This is an optimization exercise on Yosys and OpenROAD, whose aim is small area, a short achievable clock period and few clock cycles, not a production implementation.
RTL that was checked went through simulation tests only; none was proved equivalent to the original.
No activity file was given, so power comes from the tool's default toggle rates.

## v14
==> flow/design.v <==
package hpd_pkg;
	typedef enum logic [1:0] {
		REG_LOCAL_THR    = 2'd0,
		REG_GLOBAL_THR   = 2'd1,
		REG_MIN_INTERVAL = 2'd2
	} cfg_reg_t;
	localparam int unsigned CFG_INDEX_BITS = 2;
	localparam int unsigned INTERVAL_BITS  = 24;
	typedef struct packed {
		logic valid;     
		logic advance;   
	} pipe_ctrl_t;
endpackage
module hpd_carry #(
	parameter int unsigned N = 17
) (
	input  logic [N-1:0] x,
	input  logic [N-1:0] y,
	input  logic         cin,
	output logic         cout
);
	localparam int unsigned L = $clog2(N + 1);
	localparam int unsigned M = 1 << L;
	logic [(L+1)*M-1:0] g, p;
	assign g[0] = cin;
	assign p[0] = 1'b0;
	assign g[N:1] = x & y;
	assign p[N:1] = x | y;
	if (M > N + 1) begin : g_pad
		assign g[M-1:N+1] = '0;
		assign p[M-1:N+1] = '1;
	end
	for (genvar l = 0; l < L; l++) begin : g_lvl
		for (genvar i = 0; i < (M >> (l + 1)); i++) begin : g_node
			assign g[(l+1)*M + i] = g[l*M + 2*i + 1] | (p[l*M + 2*i + 1] & g[l*M + 2*i]);
			assign p[(l+1)*M + i] = p[l*M + 2*i + 1] & p[l*M + 2*i];
		end
		assign g[(l+1)*M + (M >> (l + 1)) +: (M - (M >> (l + 1)))] = '0;
		assign p[(l+1)*M + (M >> (l + 1)) +: (M - (M >> (l + 1)))] = '0;
	end
	assign cout = g[L*M];
endmodule
module hysteresis_peak_detector #(
	parameter int unsigned SAMPLE_BITS = 16,
	parameter int unsigned TIME_BITS   = 32
) (
	input  logic                          clk,
	input  logic                          arst_n,
	input  logic                          in_valid,
	output logic                          in_ready,
	input  logic signed [SAMPLE_BITS-1:0] sample_value,
	input  logic        [TIME_BITS-1:0]   sample_time,
	input  logic                          restart,
	output logic                          out_valid,
	input  logic                          out_ready,
	output logic        [TIME_BITS-1:0]   peak_time,
	output logic signed [SAMPLE_BITS-1:0] peak_value,
	input  logic                          cfg_valid,
	output logic                          cfg_ready,
	input  logic [hpd_pkg::CFG_INDEX_BITS-1:0] cfg_index,
	input  logic [((SAMPLE_BITS > hpd_pkg::INTERVAL_BITS) ?
	               SAMPLE_BITS : hpd_pkg::INTERVAL_BITS)-1:0] cfg_data
);
	localparam int unsigned SB = SAMPLE_BITS;
	localparam int unsigned TB = TIME_BITS;
	localparam int unsigned IB = hpd_pkg::INTERVAL_BITS;
	localparam int unsigned HB = SB + 2;    
	logic        [SB-2:0] hx_q;
	logic signed [SB-1:0] global_thr_q;
	logic        [IB-1:0] min_interval_q;
	logic                 toggle;    
	assign cfg_ready = 1'b1;
	logic signed [SB-1:0] v1_q;
	logic        [TB-1:0] t1_q;
	logic                 r1_q, s1_valid_q, in_ready_q;
	logic signed [SB-1:0] ref_q;      
	logic signed [SB-1:0] peak_v_q;   
	logic        [TB-1:0] max_t_q, prev_t_q;
	logic                 rising_q, seen_q, out_valid_q;
	always_ff @(posedge clk or negedge arst_n) begin
		if (!arst_n) begin
			hx_q           <= '0;
			global_thr_q   <= '0;
			min_interval_q <= '0;
		end else begin
			if (cfg_valid && cfg_index == 2'd0)
				hx_q <= rising_q ? cfg_data[SB-2:0] : ~cfg_data[SB-2:0];
			else if (toggle)
				hx_q <= ~hx_q;
			if (cfg_valid && cfg_index == 2'd1)
				global_thr_q <= $signed(cfg_data[SB-1:0]);
			if (cfg_valid && cfg_index == 2'd2)
				min_interval_q <= cfg_data[IB-1:0];
		end
	end
	logic [TB:0] sp_s, sp_k;
	logic        sp_carry, spaced, above, ok;
	for (genvar i = 0; i < TB; i++) begin : g_sp
		logic ma, zb;
		assign ma = !max_t_q[i];
		assign zb = (i < IB) ? min_interval_q[i] : 1'b0;
		assign sp_s[i]   = ma ^ prev_t_q[i] ^ zb;
		assign sp_k[i+1] = (ma & prev_t_q[i]) | (ma & zb) | (prev_t_q[i] & zb);
	end
	assign sp_s[TB] = 1'b1;
	assign sp_k[0]  = 1'b0;
	hpd_carry #(.N(TB + 1)) u_spaced (
		.x   (sp_s),
		.y   (sp_k),
		.cin (1'b1),
		.cout(sp_carry)
	);
	assign spaced = !sp_carry;
	hpd_carry #(.N(SB)) u_above (
		.x   ({!ref_q[SB-1], ref_q[SB-2:0]}),
		.y   (~{!global_thr_q[SB-1], global_thr_q[SB-2:0]}),
		.cin (1'b0),
		.cout(above)
	);
	assign ok = above && (!seen_q || spaced);
	logic ext;
	hpd_carry #(.N(SB)) u_ext (
		.x   ({!v1_q[SB-1], v1_q[SB-2:0]}),
		.y   (~{!ref_q[SB-1], ref_q[SB-2:0]}),
		.cin (!rising_q),
		.cout(ext)
	);
	logic [HB-1:0] cr_a, cr_b, cr_c, cr_s, cr_k;
	logic          cr_carry, cr_sign, xing;
	assign cr_a = {{(HB-SB){v1_q[SB-1]}}, v1_q};
	assign cr_b = {{(HB-SB+1){!rising_q}}, hx_q};
	assign cr_c = ~{{(HB-SB){ref_q[SB-1]}}, ref_q};
	assign cr_s = cr_a ^ cr_b ^ cr_c;
	assign cr_k = {(cr_a[HB-2:0] & cr_b[HB-2:0]) | (cr_a[HB-2:0] & cr_c[HB-2:0])
	               | (cr_b[HB-2:0] & cr_c[HB-2:0]), 1'b0};
	hpd_carry #(.N(HB - 1)) u_cross (
		.x   (cr_s[HB-2:0]),
		.y   (cr_k[HB-2:0]),
		.cin (1'b1),
		.cout(cr_carry)
	);
	assign cr_sign = cr_s[HB-1] ^ cr_k[HB-1] ^ cr_carry;
	assign xing   = rising_q ? cr_sign : !cr_sign;
	logic process, fire, ld_max, ld_ref, s1_valid_d, out_valid_d;
	assign process = s1_valid_q && !out_valid_q;
	assign ld_max  = process && (r1_q || (rising_q ? ext : xing));
	assign ld_ref  = process && (r1_q || ext != !rising_q || xing);
	assign fire    = process && !r1_q && rising_q && xing && ok;
	assign toggle  = process && (r1_q ? !rising_q : xing);
	assign s1_valid_d  = in_ready_q ? in_valid : (s1_valid_q && !process);
	assign out_valid_d = fire || (out_valid_q && !out_ready);
	always_ff @(posedge clk) begin
		if (in_ready_q) begin
			v1_q <= sample_value;
			t1_q <= sample_time;
			r1_q <= restart;
		end
		if (fire) begin
			prev_t_q <= max_t_q;
			peak_v_q <= ref_q;
		end
	end
	always_ff @(posedge clk or negedge arst_n) begin
		if (!arst_n) begin
			s1_valid_q  <= 1'b0;
			in_ready_q  <= 1'b1;
			out_valid_q <= 1'b0;
			ref_q       <= '0;
			max_t_q     <= '0;
			rising_q    <= 1'b1;
			seen_q      <= 1'b0;
		end else begin
			s1_valid_q  <= s1_valid_d;
			out_valid_q <= out_valid_d;
			in_ready_q  <= !(s1_valid_d && out_valid_d);
			if (ld_ref)
				ref_q <= v1_q;
			if (ld_max)
				max_t_q <= t1_q;
			if (process) begin
				rising_q <= r1_q || (rising_q ? !xing : xing);
				if (r1_q)
					seen_q <= 1'b0;
				else if (fire)
					seen_q <= 1'b1;
			end
		end
	end
	assign in_ready   = in_ready_q;
	assign out_valid  = out_valid_q;
	assign peak_time  = max_t_q;
	assign peak_value = peak_v_q;
endmodule
==> flow/config.mk <==
export PLATFORM = sky130hd
export DESIGN_NAME = hysteresis_peak_detector
export DESIGN_NICKNAME = hysteresis_peak_detector
export VERILOG_FILES = /design/flow/design.v
export SDC_FILE = /design/flow/constraint.sdc
export NUM_CORES = 4
export LEC_CHECK = 0
export CAP_MARGIN = 20
export CORE_MARGIN = 2
export CORE_UTILIZATION = 40
export CTS_BUF_LIST = sky130_fd_sc_hd__clkbuf_4
export SETUP_SLACK_MARGIN = 5
export SLEW_MARGIN = 20
==> flow/constraint.sdc <==
create_clock -name core_clock -period 8.5 [get_ports {clk}]
set_input_delay 1.7000 -clock core_clock [delete_from_list [all_inputs] [get_ports {clk}]]
set_output_delay 1.7000 -clock core_clock [all_outputs]
set_load 0.01 [all_outputs]
run.sh (not shown) runs the stock make flow with config.mk's settings and CLKGATE_MAP_FILE= SYNTH_SCRIPT=/design/flow/synth_recipe.tcl, a recipe that flattens the netlist after the stock synthesis.
v14 went all the way through the flow, and no timing, DRC or antenna check failed.
[inputs] v4 vs v14
diff --git a/flow/design.v b/flow/design.v
--- a/flow/design.v
+++ b/flow/design.v
@@ -17,11 +17,13 @@
 	input  logic [N-1:0] x,
 	input  logic [N-1:0] y,
 	input  logic         cin,
 	output logic         cout
 );
-	localparam int unsigned L = $clog2(N + 1);
+	localparam int unsigned L = (N + 1 <= 2)  ? 1 : (N + 1 <= 4)  ? 2 :
+	                            (N + 1 <= 8)  ? 3 : (N + 1 <= 16) ? 4 :
+	                            (N + 1 <= 32) ? 5 : (N + 1 <= 64) ? 6 : 7;
 	localparam int unsigned M = 1 << L;
 	logic [(L+1)*M-1:0] g, p;
 	assign g[0] = cin;
 	assign p[0] = 1'b0;
 	assign g[N:1] = x & y;
@@ -74,19 +76,19 @@
 	logic        [TB-1:0] t1_q;
 	logic                 r1_q, s1_valid_q, in_ready_q;
 	logic signed [SB-1:0] ref_q;      
 	logic signed [SB-1:0] peak_v_q;   
 	logic        [TB-1:0] max_t_q, prev_t_q;
-	logic                 rising_q, seen_q, out_valid_q;
+	logic                 falling_q, seen_q, out_valid_q;
 	always_ff @(posedge clk or negedge arst_n) begin
 		if (!arst_n) begin
 			hx_q           <= '0;
 			global_thr_q   <= '0;
 			min_interval_q <= '0;
 		end else begin
 			if (cfg_valid && cfg_index == 2'd0)
-				hx_q <= rising_q ? cfg_data[SB-2:0] : ~cfg_data[SB-2:0];
+				hx_q <= falling_q ? ~cfg_data[SB-2:0] : cfg_data[SB-2:0];
 			else if (toggle)
 				hx_q <= ~hx_q;
 			if (cfg_valid && cfg_index == 2'd1)
 				global_thr_q <= $signed(cfg_data[SB-1:0]);
 			if (cfg_valid && cfg_index == 2'd2)
@@ -120,17 +122,17 @@
 	assign ok = above && (!seen_q || spaced);
 	logic ext;
 	hpd_carry #(.N(SB)) u_ext (
 		.x   ({!v1_q[SB-1], v1_q[SB-2:0]}),
 		.y   (~{!ref_q[SB-1], ref_q[SB-2:0]}),
-		.cin (!rising_q),
+		.cin (falling_q),
 		.cout(ext)
 	);
 	logic [HB-1:0] cr_a, cr_b, cr_c, cr_s, cr_k;
 	logic          cr_carry, cr_sign, xing;
 	assign cr_a = {{(HB-SB){v1_q[SB-1]}}, v1_q};
-	assign cr_b = {{(HB-SB+1){!rising_q}}, hx_q};
+	assign cr_b = {{(HB-SB+1){falling_q}}, hx_q};
 	assign cr_c = ~{{(HB-SB){ref_q[SB-1]}}, ref_q};
 	assign cr_s = cr_a ^ cr_b ^ cr_c;
 	assign cr_k = {(cr_a[HB-2:0] & cr_b[HB-2:0]) | (cr_a[HB-2:0] & cr_c[HB-2:0])
 	               | (cr_b[HB-2:0] & cr_c[HB-2:0]), 1'b0};
 	hpd_carry #(.N(HB - 1)) u_cross (
@@ -138,17 +140,17 @@
 		.y   (cr_k[HB-2:0]),
 		.cin (1'b1),
 		.cout(cr_carry)
 	);
 	assign cr_sign = cr_s[HB-1] ^ cr_k[HB-1] ^ cr_carry;
-	assign xing   = rising_q ? cr_sign : !cr_sign;
+	assign xing   = cr_sign ^ falling_q;
 	logic process, fire, ld_max, ld_ref, s1_valid_d, out_valid_d;
 	assign process = s1_valid_q && !out_valid_q;
-	assign ld_max  = process && (r1_q || (rising_q ? ext : xing));
-	assign ld_ref  = process && (r1_q || ext != !rising_q || xing);
-	assign fire    = process && !r1_q && rising_q && xing && ok;
-	assign toggle  = process && (r1_q ? !rising_q : xing);
+	assign ld_max  = process && (r1_q || (falling_q ? xing : ext));
+	assign ld_ref  = process && (r1_q || ext != falling_q || xing);
+	assign fire    = process && !r1_q && !falling_q && xing && ok;
+	assign toggle  = process && (r1_q ? falling_q : xing);
 	assign s1_valid_d  = in_ready_q ? in_valid : (s1_valid_q && !process);
 	assign out_valid_d = fire || (out_valid_q && !out_ready);
 	always_ff @(posedge clk) begin
 		if (in_ready_q) begin
 			v1_q <= sample_value;
@@ -165,22 +167,22 @@
 			s1_valid_q  <= 1'b0;
 			in_ready_q  <= 1'b1;
 			out_valid_q <= 1'b0;
 			ref_q       <= '0;
 			max_t_q     <= '0;
-			rising_q    <= 1'b1;
+			falling_q   <= 1'b0;
 			seen_q      <= 1'b0;
 		end else begin
 			s1_valid_q  <= s1_valid_d;
 			out_valid_q <= out_valid_d;
 			in_ready_q  <= !(s1_valid_d && out_valid_d);
 			if (ld_ref)
 				ref_q <= v1_q;
 			if (ld_max)
 				max_t_q <= t1_q;
 			if (process) begin
-				rising_q <= r1_q || (rising_q ? !xing : xing);
+				falling_q <= !r1_q && (falling_q ^ xing);
 				if (r1_q)
 					seen_q <= 1'b0;
 				else if (fire)
 					seen_q <= 1'b1;
 			end
### Flow results
- Diff v14 -> v4 | clock network fraction of total power | decrease of 1.9 points
- [compare] base=v14 new=v4: wire length of the first global-routing pass increased 17%, flip-flop and latch share of the layout cell area down 2.2 points.
- Fraction of the yosys area taken by sequential cells was higher in the run labelled v14.
- Diff v14 -> v4 | clock buffer count from CTS | up by a few percent
- Delta(critical path data arrival time, v4 - v14) > 0
- NOTE: slew at the pin with the worst max-slew slack in v4 exceeds that of v14
- On count of clock-buffer cells in the layout, the higher figure sits with v4, not v14.
Testbench counts of v4, summed over its fixed seeds: cycles 17,921.
For v14, only the layout was checked, not whether the RTL still works.

static timing again, ports no longer ideal:
Ports are ideal in the flow. The routed layouts listed here were re-timed in OpenROAD. Step 1 sets driving cells, clkbuf_16 on the clock port and buf_2 on the other inputs (assumed; they add their load-dependent delay and slew). Step 2 moves the port delays by t, midway between the first and last clock arrival at a register: inputs arrive t later, outputs are due t later. That takes back most of the time a late clock gives input paths. Slacks: ideal / step 1 / step 2; pairs: ideal / step 1.
| run | shift t [ns] | slack for setup (ns) | hold WS [ns] | worst setup path at the end | latest minus earliest clock arrival (ns) |
|---|---|---|---|---|---|
| v14 | 0.698 | 4.944 / 4.944 / 4.919 | 0.472 / 0.472 / 0.472 | input to register | 0.058 / 0.058 |
| v4 | 0.730 | 4.728 / 4.728 / 4.728 | 0.466 / 0.466 / 0.466 | register to register | 0.059 / 0.059 |
After both steps every run listed still meets setup and hold. The setup slack of v14, which loses most, moves by 0.000 ns with the drivers and by -0.025 ns with both steps.
